Background: an optimization exercise with open tools, aiming at small area. Do not read the settings as production practice.
RTL that was checked went through simulation tests only; none was proved equivalent to the original.

## dp_sink_aux_responder
module dp_sink_aux_responder #(
    parameter int         AUX_DATA_WIDTH = 8,
    parameter int         DPCD_DEPTH     = 512,
    parameter logic [7:0] MAX_LINK_RATE  = 8'h14,
    parameter logic [7:0] MAX_LANE_COUNT = 8'h04,
    parameter int         TURN_CYCLES    = 4
) (
    input  logic                      clk,
    input  logic                      rst_n,
    input  logic [AUX_DATA_WIDTH-1:0] aux_in_data,
    input  logic                      aux_start_stop,
    output logic [AUX_DATA_WIDTH-1:0] aux_out_data,
    output logic                      phy_start_stop,
    output logic [7:0]                link_bw_set,
    output logic [4:0]                lane_count_set,
    output logic [1:0]                tps_set,
    output logic                      req_dropped
);
clock: 12.0 ns
lec_check: 0
cap_margin: 0
core_margin: 2
core_utilization: 60
place_density: 0.7
slew_margin: 0
synth_hierarchical: 1
standard.sh (not shown) runs the stock make flow with config.mk's settings and CLKGATE_MAP_FILE= SYNTH_SCRIPT=/design/flow/synth_recipe.tcl, a recipe that flattens the netlist after the stock synthesis.
==> flow/flow/run.sh <==
#!/bin/bash
set -euo pipefail
cd "$(dirname "$0")/.."
bash standard.sh \
  "CTS_ARGS=-sink_clustering_enable -repair_clock_nets -buf_list sky130_fd_sc_hd__clkbuf_8 -sink_clustering_size 20 -sink_clustering_max_diameter 60 -dont_use_dummy_load" \
  "BUFFER_PORTS_ARGS=-buffer_cell sky130_fd_sc_hd__buf_1" \
  finish > standard.log 2>&1
test -f out/final.def
The baseline finished clean.
==> next run, changes <==
==> flow/run.sh (new file) <==
#!/bin/bash
# synth_recipe.tcl (not shown) runs the flow's synth.tcl, then flattens the netlist and writes it again
# the make line also repeats each setting of config.mk as NAME=value (left out here)
make -C /OpenROAD-flow-scripts/flow DESIGN_CONFIG=/design/flow/config.mk WORK_HOME=/design/flow/orfs CLKGATE_MAP_FILE= SYNTH_SCRIPT=/design/flow/synth_recipe.tcl finish
CAP_MARGIN = 20   (was 0)
CTS_BUF_LIST = sky130_fd_sc_hd__clkbuf_8   (was unset)
CTS_CLUSTER_DIAMETER = 60   (was unset)
CTS_CLUSTER_SIZE = 20   (was unset)
SLEW_MARGIN = 20   (was 0)
removed: flow/flow/run.sh
removed: flow/standard.sh
=>
- The new run went through all stages and came out clean
- register-to-register slack improves by 0.07 ns
- die area stays the same
- worst setup slack loses 0.68 ns
- final cell count rises by 0.70%
- area after synthesis stays the same

dp_sink_aux_responder, a different RTL version from the one above (not shown whole).
For scale: ~2200 flip-flops, about 52000 um2 of cells after synthesis.
==> flow/design.v (excerpt) <==
module dp_sink_aux_responder #(
    parameter int         AUX_DATA_WIDTH = 8,
    parameter int         DPCD_DEPTH     = 512,
    parameter logic [7:0] MAX_LINK_RATE  = 8'h14,
    parameter logic [7:0] MAX_LANE_COUNT = 8'h04,
    parameter int         TURN_CYCLES    = 4
) (
    input  logic                      clk,
    input  logic                      rst_n,
    input  logic [AUX_DATA_WIDTH-1:0] aux_in_data,
    input  logic                      aux_start_stop,
    output logic [AUX_DATA_WIDTH-1:0] aux_out_data,
    output logic                      phy_start_stop,
    output logic [7:0]                link_bw_set,
    output logic [4:0]                lane_count_set,
    output logic [1:0]                tps_set,
    output logic                      req_dropped
);
    localparam int NR = 32;    
    localparam int RL = 8;     
    typedef enum logic [1:0] {S_IDLE, S_HDR, S_WDATA, S_RSP} state_t;
  ...
Settings: LEC_CHECK=0, CAP_MARGIN=20, CORE_MARGIN=2, CORE_UTILIZATION=40, CTS_BUF_LIST=sky130_fd_sc_hd__clkbuf_8, SLEW_MARGIN=20, SYNTH_HIERARCHICAL=1; clock period 12.0 ns.
run.sh (not shown) runs the stock make flow with config.mk's settings and CLKGATE_MAP_FILE= SYNTH_SCRIPT=/design/flow/synth_recipe.tcl, a recipe that flattens the netlist after the stock synthesis.
Stock flow here: none of the scripts above is used.
The starting point finished with timing, DRC and antenna clean.
Then changed:
- CTS_BUF_LIST: sky130_fd_sc_hd__clkbuf_8 -> sky130_fd_sc_hd__clkbuf_4
What happened:
- non-clock buffer count is unchanged
- design area goes down by 0.88%
- global-route usage rose by 0.18 points
- sequential cell count does not change
- die area does not change
No functional check of the RTL was part of any run of this note.

port drivers added, routing unchanged:
No port has a modelled driver above. Below, the same layouts with a new extraction and two added sets of constraints.
Step 1 sets driving cells, clkbuf_16 on the clock port and buf_2 on the other inputs (assumed; they add their load-dependent delay and slew).
Step 2, shift: input delay + t, output delay - t, t = (earliest + latest rising clock arrival at the registers) / 2. This alone moves slack from input paths to output paths.
a / b / c = ideal / step 1 / step 2; a / b = the first two.
run | t, ns | setup slack, ns | worst data-port slew with drivers (ns)
the first run of note 1 | 0.826 | 1.516 / 1.489 / 1.489 | 0.04
the second run of note 1 | 0.859 | 0.840 / 0.808 / 0.808 | 0.05
the first run of note 2 | 1.012 | 4.613 / 4.540 / 5.552 | 0.04
the second run of note 2 | 1.307 | 4.322 / 4.251 / 5.558 | 0.04
After both steps setup and hold are still met in every run listed. The setup slack of the second run of note 1, which loses most, moves by -0.032 ns with the drivers and by -0.032 ns with both steps.
